Background: an optimization exercise with open tools, aiming at small area, a short achievable clock period and few clock cycles per item. Do not read the settings as production practice.
Only simulation tests tie the RTL to the original design; equivalence was not proved.

## config.mk

```make
export PLATFORM = sky130hd
export DESIGN_NAME = triangle_setup_top
export DESIGN_NICKNAME = triangle_setup_top
export VERILOG_FILES = /design/flow/design.v
export SDC_FILE = /design/flow/constraint.sdc
export NUM_CORES = 4
export LEC_CHECK = 0
export CAP_MARGIN = 20
export CORE_MARGIN = 2
export CORE_UTILIZATION = 40
export PLACE_DENSITY = 0.6
export SLEW_MARGIN = 20
```

## constraint.sdc

```tcl
create_clock -name core_clock -period 15.0 [get_ports {clk}]
set_input_delay 3.0000 -clock core_clock [delete_from_list [all_inputs] [get_ports {clk}]]
set_output_delay 3.0000 -clock core_clock [all_outputs]
set_load 0.01 [all_outputs]
```

## design.v

```verilog
package raster_fixed_pkg;
    typedef logic signed [32-1:0] coord_t;
    typedef logic signed [32-1:0] area_t;
    typedef logic signed [2*32-1:0] prod_t;
    localparam coord_t SCREEN_MAX_X =
        coord_t'(640 * (1 << 16));
    localparam coord_t SCREEN_MAX_Y =
        coord_t'(360 * (1 << 16));
endpackage
package raster_setup_pkg;
    typedef enum logic [2:0] {
        IDLE,
        AREA,
        EDGE0,
        EDGE1,
        EDGE2,
        DONE
    } setup_state_t;
    localparam int AXIS_X = 0;
    localparam int AXIS_Y = 1;
endpackage
`timescale 1ns/1ps
module bbox_clamp (
    input  raster_fixed_pkg::coord_t i_v0_x,
    input  raster_fixed_pkg::coord_t i_v0_y,
    input  raster_fixed_pkg::coord_t i_v1_x,
    input  raster_fixed_pkg::coord_t i_v1_y,
    input  raster_fixed_pkg::coord_t i_v2_x,
    input  raster_fixed_pkg::coord_t i_v2_y,
    output raster_fixed_pkg::coord_t o_tl_x,
    output raster_fixed_pkg::coord_t o_tl_y,
    output raster_fixed_pkg::coord_t o_br_x,
    output raster_fixed_pkg::coord_t o_br_y,
    output logic                     o_valid
);
    function automatic logic signed [31:0] min3(input logic signed [31:0] a,
                                                input logic signed [31:0] b,
                                                input logic signed [31:0] c);
        logic signed [31:0] m;
        m = (a < b) ? a : b;
        min3 = (m < c) ? m : c;
    endfunction
    function automatic logic signed [31:0] max3(input logic signed [31:0] a,
                                                input logic signed [31:0] b,
                                                input logic signed [31:0] c);
        logic signed [31:0] m;
        m = (a > b) ? a : b;
        max3 = (m > c) ? m : c;
    endfunction
    function automatic logic signed [31:0] clamp(input logic signed [31:0] v,
                                                 input logic signed [31:0] hi);
        if (v < 0) begin
            clamp = '0;
        end else if (v > hi) begin
            clamp = hi;
        end else begin
            clamp = v;
        end
    endfunction
    raster_fixed_pkg::coord_t min_x;
    raster_fixed_pkg::coord_t min_y;
    raster_fixed_pkg::coord_t max_x;
    raster_fixed_pkg::coord_t max_y;
    always_comb begin
        min_x = min3(i_v0_x, i_v1_x, i_v2_x);
        max_x = max3(i_v0_x, i_v1_x, i_v2_x);
        min_y = min3(i_v0_y, i_v1_y, i_v2_y);
        max_y = max3(i_v0_y, i_v1_y, i_v2_y);
        o_tl_x = clamp(min_x, raster_fixed_pkg::SCREEN_MAX_X);
        o_tl_y = clamp(min_y, raster_fixed_pkg::SCREEN_MAX_Y);
        o_br_x = clamp(max_x, raster_fixed_pkg::SCREEN_MAX_X);
        o_br_y = clamp(max_y, raster_fixed_pkg::SCREEN_MAX_Y);
        o_valid = (o_tl_x < o_br_x) && (o_tl_y < o_br_y);
    end
endmodule
`timescale 1ns/1ps
module edge_function_unit (
    input  raster_fixed_pkg::coord_t i_a_x,
    input  raster_fixed_pkg::coord_t i_a_y,
    input  raster_fixed_pkg::coord_t i_b_x,
    input  raster_fixed_pkg::coord_t i_b_y,
    input  raster_fixed_pkg::coord_t i_p_x,
    input  raster_fixed_pkg::coord_t i_p_y,
    output raster_fixed_pkg::area_t  o_value,
    output raster_fixed_pkg::area_t  o_delta_x,
    output raster_fixed_pkg::area_t  o_delta_y
);
    localparam int VALUE_SHIFT = 2 * 16 - 4;
    localparam int STEP_SHIFT  = 16 - 4;
    localparam raster_fixed_pkg::prod_t  VALUE_HALF = raster_fixed_pkg::prod_t'(1) <<< (VALUE_SHIFT - 1);
    localparam raster_fixed_pkg::coord_t STEP_HALF  = raster_fixed_pkg::coord_t'(1) <<< (STEP_SHIFT - 1);
    raster_fixed_pkg::coord_t edge_dx;
    raster_fixed_pkg::coord_t edge_dy;
    raster_fixed_pkg::coord_t point_dx;
    raster_fixed_pkg::coord_t point_dy;
    raster_fixed_pkg::prod_t  product;
    raster_fixed_pkg::prod_t  product_rnd;
    raster_fixed_pkg::coord_t step_x;
    raster_fixed_pkg::coord_t step_y;
    raster_fixed_pkg::coord_t step_rnd_x;
    raster_fixed_pkg::coord_t step_rnd_y;
    always_comb begin
        edge_dx  = i_b_x - i_a_x;
        edge_dy  = i_b_y - i_a_y;
        point_dx = i_p_x - i_a_x;
        point_dy = i_p_y - i_a_y;
        product = raster_fixed_pkg::prod_t'(point_dx) * raster_fixed_pkg::prod_t'(edge_dy) - raster_fixed_pkg::prod_t'(point_dy) * raster_fixed_pkg::prod_t'(edge_dx);
        product_rnd = product + VALUE_HALF;
        o_value     = product_rnd[VALUE_SHIFT +: 32];
        step_x     = edge_dy;
        step_y     = -edge_dx;
        step_rnd_x = step_x + STEP_HALF;
        step_rnd_y = step_y + STEP_HALF;
        o_delta_x  = raster_fixed_pkg::area_t'(step_rnd_x >>> STEP_SHIFT);
        o_delta_y  = raster_fixed_pkg::area_t'(step_rnd_y >>> STEP_SHIFT);
    end
endmodule
`timescale 1ns/1ps
module setup_sequencer (
    input  logic                     clk,
    input  logic                     rstn,
    input  raster_fixed_pkg::coord_t i_v0_x,
    input  raster_fixed_pkg::coord_t i_v0_y,
    input  raster_fixed_pkg::coord_t i_v1_x,
    input  raster_fixed_pkg::coord_t i_v1_y,
    input  raster_fixed_pkg::coord_t i_v2_x,
    input  raster_fixed_pkg::coord_t i_v2_y,
    input  logic                     i_dv,
    input  logic                     i_ready,
    input  raster_fixed_pkg::coord_t i_bb_tl_x,
    input  raster_fixed_pkg::coord_t i_bb_tl_y,
    input  raster_fixed_pkg::coord_t i_bb_br_x,
    input  raster_fixed_pkg::coord_t i_bb_br_y,
    input  logic                     i_bb_valid,
    input  raster_fixed_pkg::area_t  i_edge_value,
    input  raster_fixed_pkg::area_t  i_edge_delta_x,
    input  raster_fixed_pkg::area_t  i_edge_delta_y,
    output logic                     o_ready,
    output raster_fixed_pkg::coord_t o_bb_v0_x,
    output raster_fixed_pkg::coord_t o_bb_v0_y,
    output raster_fixed_pkg::coord_t o_bb_v1_x,
    output raster_fixed_pkg::coord_t o_bb_v1_y,
    output raster_fixed_pkg::coord_t o_bb_v2_x,
    output raster_fixed_pkg::coord_t o_bb_v2_y,
    output raster_fixed_pkg::coord_t o_edge_a_x,
    output raster_fixed_pkg::coord_t o_edge_a_y,
    output raster_fixed_pkg::coord_t o_edge_b_x,
    output raster_fixed_pkg::coord_t o_edge_b_y,
    output raster_fixed_pkg::coord_t o_edge_p_x,
    output raster_fixed_pkg::coord_t o_edge_p_y,
    output raster_fixed_pkg::coord_t o_bb_tl_x,
    output raster_fixed_pkg::coord_t o_bb_tl_y,
    output raster_fixed_pkg::coord_t o_bb_br_x,
    output raster_fixed_pkg::coord_t o_bb_br_y,
    output raster_fixed_pkg::area_t  o_edge_val0,
    output raster_fixed_pkg::area_t  o_edge_val1,
    output raster_fixed_pkg::area_t  o_edge_val2,
    output raster_fixed_pkg::area_t  o_edge_delta0_x,
    output raster_fixed_pkg::area_t  o_edge_delta0_y,
    output raster_fixed_pkg::area_t  o_edge_delta1_x,
    output raster_fixed_pkg::area_t  o_edge_delta1_y,
    output raster_fixed_pkg::area_t  o_edge_delta2_x,
    output raster_fixed_pkg::area_t  o_edge_delta2_y,
    output raster_fixed_pkg::area_t  o_area,
    output logic                     o_dv,
    output logic                     o_culled
);
    localparam raster_fixed_pkg::area_t MIN_AREA = raster_fixed_pkg::area_t'(1);
    raster_setup_pkg::setup_state_t state;
    raster_setup_pkg::setup_state_t state_next;
    raster_fixed_pkg::coord_t r_v0_x;
    raster_fixed_pkg::coord_t r_v0_y;
    raster_fixed_pkg::coord_t r_v1_x;
    raster_fixed_pkg::coord_t r_v1_y;
    raster_fixed_pkg::coord_t r_v2_x;
    raster_fixed_pkg::coord_t r_v2_y;
    raster_fixed_pkg::coord_t r_bb_tl_x;
    raster_fixed_pkg::coord_t r_bb_tl_y;
    raster_fixed_pkg::coord_t r_bb_br_x;
    raster_fixed_pkg::coord_t r_bb_br_y;
    logic   r_bb_valid;
    raster_fixed_pkg::area_t  r_area;
    raster_fixed_pkg::area_t  r_edge_val0;
    raster_fixed_pkg::area_t  r_edge_val1;
    raster_fixed_pkg::area_t  r_edge_val2;
    raster_fixed_pkg::area_t  r_edge_delta0_x;
    raster_fixed_pkg::area_t  r_edge_delta0_y;
    raster_fixed_pkg::area_t  r_edge_delta1_x;
    raster_fixed_pkg::area_t  r_edge_delta1_y;
    raster_fixed_pkg::area_t  r_edge_delta2_x;
    raster_fixed_pkg::area_t  r_edge_delta2_y;
    logic   accept;
    logic   cull;
    assign o_ready = (state == raster_setup_pkg::IDLE);
    assign accept  = o_ready && i_dv;
    assign cull    = (r_area <= MIN_AREA) || !r_bb_valid;
    assign o_bb_v0_x = r_v0_x;
    assign o_bb_v0_y = r_v0_y;
    assign o_bb_v1_x = r_v1_x;
    assign o_bb_v1_y = r_v1_y;
    assign o_bb_v2_x = r_v2_x;
    assign o_bb_v2_y = r_v2_y;
    always_ff @(posedge clk) begin
        if (!rstn) begin
            state <= raster_setup_pkg::IDLE;
        end else begin
            state <= state_next;
        end
    end
    always_comb begin
        state_next = state;
        case (state)
            raster_setup_pkg::IDLE: begin
                if (accept) begin
                    state_next = raster_setup_pkg::AREA;
                end
            end
            raster_setup_pkg::AREA:  state_next = raster_setup_pkg::EDGE0;
            raster_setup_pkg::EDGE0: state_next = cull ? raster_setup_pkg::IDLE : raster_setup_pkg::EDGE1;
            raster_setup_pkg::EDGE1: state_next = raster_setup_pkg::EDGE2;
            raster_setup_pkg::EDGE2: state_next = raster_setup_pkg::DONE;
            raster_setup_pkg::DONE: begin
                if (i_ready) begin
                    state_next = raster_setup_pkg::IDLE;
                end
            end
            default: state_next = raster_setup_pkg::IDLE;
        endcase
    end
    always_comb begin
        o_edge_a_x = r_v0_x;
        o_edge_a_y = r_v0_y;
        o_edge_b_x = r_v1_x;
        o_edge_b_y = r_v1_y;
        o_edge_p_x = r_bb_tl_x;
        o_edge_p_y = r_bb_tl_y;
        case (state)
            raster_setup_pkg::AREA: begin
                o_edge_p_x = r_v2_x;
                o_edge_p_y = r_v2_y;
            end
            raster_setup_pkg::EDGE1: begin
                o_edge_a_x = r_v1_x;
                o_edge_a_y = r_v1_y;
                o_edge_b_x = r_v2_x;
                o_edge_b_y = r_v2_y;
            end
            raster_setup_pkg::EDGE2: begin
                o_edge_a_x = r_v2_x;
                o_edge_a_y = r_v2_y;
                o_edge_b_x = r_v0_x;
                o_edge_b_y = r_v0_y;
            end
            default: begin
            end
        endcase
    end
    always_ff @(posedge clk) begin
        if (accept) begin
            r_v0_x <= i_v0_x;
            r_v0_y <= i_v0_y;
            r_v1_x <= i_v1_x;
            r_v1_y <= i_v1_y;
            r_v2_x <= i_v2_x;
            r_v2_y <= i_v2_y;
        end
        case (state)
            raster_setup_pkg::AREA: begin
                r_area     <= i_edge_value;
                r_bb_tl_x  <= i_bb_tl_x;
                r_bb_tl_y  <= i_bb_tl_y;
                r_bb_br_x  <= i_bb_br_x;
                r_bb_br_y  <= i_bb_br_y;
                r_bb_valid <= i_bb_valid;
            end
            raster_setup_pkg::EDGE0: begin
                r_edge_val0     <= i_edge_value;
                r_edge_delta0_x <= i_edge_delta_x;
                r_edge_delta0_y <= i_edge_delta_y;
            end
            raster_setup_pkg::EDGE1: begin
                r_edge_val1     <= i_edge_value;
                r_edge_delta1_x <= i_edge_delta_x;
                r_edge_delta1_y <= i_edge_delta_y;
            end
            raster_setup_pkg::EDGE2: begin
                r_edge_val2     <= i_edge_value;
                r_edge_delta2_x <= i_edge_delta_x;
                r_edge_delta2_y <= i_edge_delta_y;
            end
            default: begin
            end
        endcase
    end
    always_ff @(posedge clk) begin
        if (!rstn) begin
            o_dv     <= 1'b0;
            o_culled <= 1'b0;
        end else begin
            o_dv     <= (state == raster_setup_pkg::DONE) && i_ready;
            o_culled <= (state == raster_setup_pkg::EDGE0) && cull;
        end
    end
    always_ff @(posedge clk) begin
        if (rstn && state == raster_setup_pkg::DONE && i_ready) begin
            o_bb_tl_x       <= r_bb_tl_x;
            o_bb_tl_y       <= r_bb_tl_y;
            o_bb_br_x       <= r_bb_br_x;
            o_bb_br_y       <= r_bb_br_y;
            o_edge_val0     <= r_edge_val0;
            o_edge_val1     <= r_edge_val1;
            o_edge_val2     <= r_edge_val2;
            o_edge_delta0_x <= r_edge_delta0_x;
            o_edge_delta0_y <= r_edge_delta0_y;
            o_edge_delta1_x <= r_edge_delta1_x;
            o_edge_delta1_y <= r_edge_delta1_y;
            o_edge_delta2_x <= r_edge_delta2_x;
            o_edge_delta2_y <= r_edge_delta2_y;
            o_area          <= r_area;
        end
    end
endmodule
`timescale 1ns/1ps
module triangle_setup_top (
    input  logic        clk,
    input  logic        rstn,
    input  logic [31:0] i_v0_x,
    input  logic [31:0] i_v0_y,
    input  logic [31:0] i_v1_x,
    input  logic [31:0] i_v1_y,
    input  logic [31:0] i_v2_x,
    input  logic [31:0] i_v2_y,
    input  logic        i_dv,
    input  logic        i_ready,
    output logic        o_ready,
    output logic [31:0] o_bb_tl_x,
    output logic [31:0] o_bb_tl_y,
    output logic [31:0] o_bb_br_x,
    output logic [31:0] o_bb_br_y,
    output logic [31:0] o_edge_val0,
    output logic [31:0] o_edge_val1,
    output logic [31:0] o_edge_val2,
    output logic [31:0] o_edge_delta0_x,
    output logic [31:0] o_edge_delta0_y,
    output logic [31:0] o_edge_delta1_x,
    output logic [31:0] o_edge_delta1_y,
    output logic [31:0] o_edge_delta2_x,
    output logic [31:0] o_edge_delta2_y,
    output logic [31:0] o_area,
    output logic        o_dv,
    output logic        o_culled
);
    raster_fixed_pkg::coord_t bb_v0_x;
    raster_fixed_pkg::coord_t bb_v0_y;
    raster_fixed_pkg::coord_t bb_v1_x;
    raster_fixed_pkg::coord_t bb_v1_y;
    raster_fixed_pkg::coord_t bb_v2_x;
    raster_fixed_pkg::coord_t bb_v2_y;
    raster_fixed_pkg::coord_t bb_tl_x;
    raster_fixed_pkg::coord_t bb_tl_y;
    raster_fixed_pkg::coord_t bb_br_x;
    raster_fixed_pkg::coord_t bb_br_y;
    logic   bb_valid;
    raster_fixed_pkg::coord_t edge_a_x;
    raster_fixed_pkg::coord_t edge_a_y;
    raster_fixed_pkg::coord_t edge_b_x;
    raster_fixed_pkg::coord_t edge_b_y;
    raster_fixed_pkg::coord_t edge_p_x;
    raster_fixed_pkg::coord_t edge_p_y;
    raster_fixed_pkg::area_t  edge_value;
    raster_fixed_pkg::area_t  edge_delta_x;
    raster_fixed_pkg::area_t  edge_delta_y;
    setup_sequencer setup_sequencer_i (
        .clk             (clk),
        .rstn            (rstn),
        .i_v0_x          (i_v0_x),
        .i_v0_y          (i_v0_y),
        .i_v1_x          (i_v1_x),
        .i_v1_y          (i_v1_y),
        .i_v2_x          (i_v2_x),
        .i_v2_y          (i_v2_y),
        .i_dv            (i_dv),
        .i_ready         (i_ready),
        .i_bb_tl_x       (bb_tl_x),
        .i_bb_tl_y       (bb_tl_y),
        .i_bb_br_x       (bb_br_x),
        .i_bb_br_y       (bb_br_y),
        .i_bb_valid      (bb_valid),
        .i_edge_value    (edge_value),
        .i_edge_delta_x  (edge_delta_x),
        .i_edge_delta_y  (edge_delta_y),
        .o_ready         (o_ready),
        .o_bb_v0_x       (bb_v0_x),
        .o_bb_v0_y       (bb_v0_y),
        .o_bb_v1_x       (bb_v1_x),
        .o_bb_v1_y       (bb_v1_y),
        .o_bb_v2_x       (bb_v2_x),
        .o_bb_v2_y       (bb_v2_y),
        .o_edge_a_x      (edge_a_x),
        .o_edge_a_y      (edge_a_y),
        .o_edge_b_x      (edge_b_x),
        .o_edge_b_y      (edge_b_y),
        .o_edge_p_x      (edge_p_x),
        .o_edge_p_y      (edge_p_y),
        .o_bb_tl_x       (o_bb_tl_x),
        .o_bb_tl_y       (o_bb_tl_y),
        .o_bb_br_x       (o_bb_br_x),
        .o_bb_br_y       (o_bb_br_y),
        .o_edge_val0     (o_edge_val0),
        .o_edge_val1     (o_edge_val1),
        .o_edge_val2     (o_edge_val2),
        .o_edge_delta0_x (o_edge_delta0_x),
        .o_edge_delta0_y (o_edge_delta0_y),
        .o_edge_delta1_x (o_edge_delta1_x),
        .o_edge_delta1_y (o_edge_delta1_y),
        .o_edge_delta2_x (o_edge_delta2_x),
        .o_edge_delta2_y (o_edge_delta2_y),
        .o_area          (o_area),
        .o_dv            (o_dv),
        .o_culled        (o_culled)
    );
    bbox_clamp bbox_clamp_i (
        .i_v0_x  (bb_v0_x),
        .i_v0_y  (bb_v0_y),
        .i_v1_x  (bb_v1_x),
        .i_v1_y  (bb_v1_y),
        .i_v2_x  (bb_v2_x),
        .i_v2_y  (bb_v2_y),
        .o_tl_x  (bb_tl_x),
        .o_tl_y  (bb_tl_y),
        .o_br_x  (bb_br_x),
        .o_br_y  (bb_br_y),
        .o_valid (bb_valid)
    );
    edge_function_unit edge_function_unit_i (
        .i_a_x     (edge_a_x),
        .i_a_y     (edge_a_y),
        .i_b_x     (edge_b_x),
        .i_b_y     (edge_b_y),
        .i_p_x     (edge_p_x),
        .i_p_y     (edge_p_y),
        .o_value   (edge_value),
        .o_delta_x (edge_delta_x),
        .o_delta_y (edge_delta_y)
    );
endmodule
```

## run.sh

```bash
#!/bin/bash
# synth_recipe.tcl (not shown) runs the flow's synth.tcl, then flattens the netlist and writes it again
# the make line also repeats each setting of config.mk as NAME=value (left out here)
make -C /OpenROAD-flow-scripts/flow DESIGN_CONFIG=/design/flow/config.mk WORK_HOME=/design/flow/orfs CLKGATE_MAP_FILE= SYNTH_SCRIPT=/design/flow/synth_recipe.tcl finish
```

==> flow_summary_export.csv <==
group,metric,value,unit
worst_setup_path,critPathMaxStageDelay,0.58,ns
worst_setup_path,reg2reg_to,"setup_sequencer_i.r_edge_val2[31]",
placed_design,dp_hpwl,375,mm
timing,fin_hold_ws,0.365,ns
cts,cts.sinks,942,
grt,grt_max_degree,135,
placed_design,dp.cells,16000,
yosys,yosys_warnings,3,
yosys,synth-edff-count,937,
grt,grt_pass1_vias,90000,
cts,cts-root-buf,"clkbuf_16",
min_path,hold_path.class,"flip-flop to flip-flop",
worst_setup_path,crit_path_start,"setup_sequencer_i.state[0]",
route,drt_iter0_markers,9679,
grt,grt-ovfl-total,0,
yosys,synth-async-reset-ratio,0,%
cts,hold_buffers,0,
timing,max_freq,68.5,MHz
timing,min_period_over_period,97.3,%
timing,slew_violations,0,
yosys,synth.avg_cell_area,10.2,um^2
layout,fin_area,136000,um^2
yosys,syn_inst,11600,
worst_setup_path,rr_startpoint,"setup_sequencer_i.state[0]",
yosys,synthDistinctLibCells,98,
layout,final_cell_count_no_fill,16200,
worst_setup_path,crit_path_frequent_cell,"fa_1",
worst_setup_path,cp-start-kind,"flip-flop",
route,drtPass1Iterations,6,
timing,fin_skew,0.0879,ns
placed_design,place_area,132000,um^2
grt,grtUsageTotal,29.6,%
cts,clkTransAtPathRegs,0.06,ns
layout,syn_to_final_growth,14.7,%
worst_setup_path,cp_slowest_cell,"fa_1",
timing,setup_viol,0,
worst_setup_path,crit_fanout,26,
floorplanning,core,294000,um^2
route,ant_nets,0,
yosys,ys_seq_elements,942,
yosys,syn_area,118000,um^2
floorplanning,die_h,548,um
route,drt-total-wl,443,mm
floorplanning,die_w,548,um
min_path,whs_path_depth,0,
route,drc,0,
run_status,status,"timing/DRC/antenna clean",
placed_design,gp_congestion,1.05,
cts,clkLatencyLatePin,0.84,ns
grt,antenna_found_initial,30,
timing,post-route-min-period,14.60,ns
worst_setup_path,reg2reg_setup_slack,0.40,ns
cts,clock_path_buffers,4,
min_path,min_from,"setup_sequencer_i.r_edge_delta1_y[6]",
timing,relSlewSlack,12.8,%
layout,drive_above_1_share,7.81,%
yosys,ys.flop_type,"edfxtp_1",
cts,htreeDepth,3,
cts,cts_tree,"yes",
min_path,holdPathEnd,"setup_sequencer_i.o_edge_delta1_y[6]",
floorplanning,start_util,40.2,%
worst_setup_path,ff2ff_path_depth,48,
timing,tightest_slew,1.31,ns
worst_setup_path,critical_path_required,15.49,ns
layout,finish.net_count,15300,
layout,fill_cells,27700,
floorplanning,ios,647,
placed_design,io_buffers,642,
floorplanning,rows,199,
grt,grt_pass1_wl,642,mm
route,viasPerCell,5.45,
worst_setup_path,endpoint_kind,"flip-flop",
cts,cts_buffers,99,
worst_setup_path,crit_type,"flip-flop to flip-flop",
yosys,yosysSeqAreaShare,23.9,%
timing,finalHoldViolCount,0,
job,drv_cap,0,
floorplanning,dieArea,300000,um^2
route,via_count,88300,
worst_setup_path,arrival,15.09,ns
route,wl_per_cell,27.3,um
-- layer usage --
metal	global-route usage [%]	vias to the layer above	wire length, um
li1	-	37300	-
met1	41.1	45400	182000
met2	44.0	4873	190000
met3	9.34	739	54000
met4	9.53	12	17000
met5	0.443	-	94
-- layout make-up --
class	instances	area (um^2)	share of cell area, %
clock buffers	113	2550	1.88
inverters	2322	8720	6.43
well taps	3919	4900	3.62
multi-input cells	7756	80300	59.2
clock inverters	60	646	0.476
flip-flops and latches	942	28200	20.8
repair buffers	1095	10200	7.54
diodes	12	30.0	0.0221
-- cells in the mapped netlist (27+ instances only) --
library cell / number / share of area (%)
a21oi_1: 308 / 1.3
xor2_1: 101 / 0.75
o221ai_1: 59 / 0.44
o22ai_1: 76 / 0.40
buf_4: 80 / 0.51
or2_2: 43 / 0.23
ha_1: 678 / 7.2
nor2_1: 1080 / 3.4
nor2b_1: 69 / 0.37
nor4_1: 62 / 0.33
nand2b_1: 95 / 0.50
nand2_1: 1279 / 4.1
xnor2_1: 203 / 1.5
mux2i_1: 52 / 0.44
fa_1: 2229 / 38
nor3_1: 58 / 0.25
inv_1: 2319 / 7.4
o21bai_1: 27 / 0.17
edfxtp_1: 937 / 24
a21o_1: 140 / 0.89
buf_1: 33 / 0.10
and2_1: 101 / 0.53
clkbuf_1: 465 / 1.5
o21a_1: 52 / 0.33
mux2_2: 123 / 1.2
nand4_1: 81 / 0.43
o21ai_0: 333 / 1.4
nand3_1: 165 / 0.70
-- worst max path at each step --
stage / depth (start not counted) / slack [ns] / end
floorplan: 51 / 0.16 / setup_sequencer_i.r_area[31]
global placement: 50 / 0.08 / setup_sequencer_i.r_area[31]
detailed placement: 50 / 0.01 / setup_sequencer_i.r_edge_val2[31]
CTS: 46 / 0.05 / setup_sequencer_i.r_edge_val2[31]
global route: 47 / -0.01 / setup_sequencer_i.r_edge_val2[31]
finish: 48 / 0.40 / setup_sequencer_i.r_edge_val2[31]
-- repair_timing --
| action | CTS | global route |
|---|---|---|
| cloned | 0 | 1 |
| buffers inserted | 0 | 7 |
| endpoints found under the setup margin | 4 | 16 |
| pin swaps | 0 | 6 |
| resized for setup | 4 | 49 |
-- per-stage QoR --
| step | util [%] | setup TNS (ns) | setup slack (ns) |
|---|---|---|---|
| floorplan | - | 0 | 0.161 |
| CTS | 46.0 | 0 | 0.0497 |
| global route | 46.1 | -0.0426 | -0.0108 |
| detailed placement | 44.9 | 0 | 0.0104 |
| global placement | 44.9 | 0 | 0.0826 |
| finish | 46.1 | 0 | 0.404 |
-- cell usage in the layout (no fill, tap or decap), drive strengths merged, types with 95 or more instances in the layout --
cell,instances
nand2,1279
ha,678
edfxtp,937
xnor2,205
nand2b,95
fa,2229
mux2,123
a21o,140
and2,101
a21oi,309
inv,2326
buf,453
clkdlybuf4s50,642
o21ai,338
nor2,1080
nand3,165
xor2,102
clkbuf,113
-- critical path, delay by kind of cell, from the launching register on --
kind / cells / cell delay [ns]
compound gates: 14 / 3.64
xor+xnor: 5 / 1.34
fa+ha+maj: 12 / 5.83
buf+inv: 10 / 1.47
flops: 1 / 0.41
mux: 1 / 0.43
simple gates: 6 / 1.13
-- registers in the layout (all words and copies together), names as in the netlist, 32 cells and up --
signal and count:
setup_sequencer_i.r_area 32, setup_sequencer_i.r_v0_x 32, setup_sequencer_i.o_edge_val2 32, setup_sequencer_i.o_area 32, setup_sequencer_i.r_v2_y 32, setup_sequencer_i.r_v1_y 32
setup_sequencer_i.r_v0_y 32, setup_sequencer_i.r_edge_val0 32, setup_sequencer_i.o_edge_val1 32, setup_sequencer_i.r_v1_x 32, setup_sequencer_i.r_edge_val1 32, setup_sequencer_i.r_edge_val2 32
setup_sequencer_i.o_edge_val0 32, setup_sequencer_i.r_v2_x 32
-- cell families after synthesis --
kind of cell / share of synthesized area (%)
xor gates and xnor gates: 2.34
muxes: 1.61
DFF: 23.9
AOI/OAI and AO/OA: 6.27
and+or+nand+nor: 11.5
adders and majority gates: 44.9
other: 0.00635
buffers and inverters: 9.49
Testbench counts, summed over its fixed seeds: cycles 13,677, items 3,200.

[port drivers added, routing unchanged]
How much do the figures lean on ideal ports? The routed layout below was timed once more, with nothing changed but the port constraints.
Step 1: set_driving_cell puts a clkbuf_16 on clk and a buf_2 on each other input, an assumption about the parent block.
Step 2 times the ports against the registers' clock, not the clock port: input delays grow and output delays shrink by t, the midpoint of the rising clock arrivals with the driver on.
a / b / c = no drivers / after step 1 / after step 2; a / b = the first two.
shift t [ns]: 0.897
setup slack, ns: 0.404 / 0.404 / 0.404
hold slack, ns: 0.365 / 0.365 / 0.365
worst setup path after step 2: register to register
clock arrival spread, ns: 0.088 / 0.088
After both steps setup and hold are still met in this run. For this run, drivers alone change the setup slack by 0.000 ns; drivers and shift together by 0.000 ns.
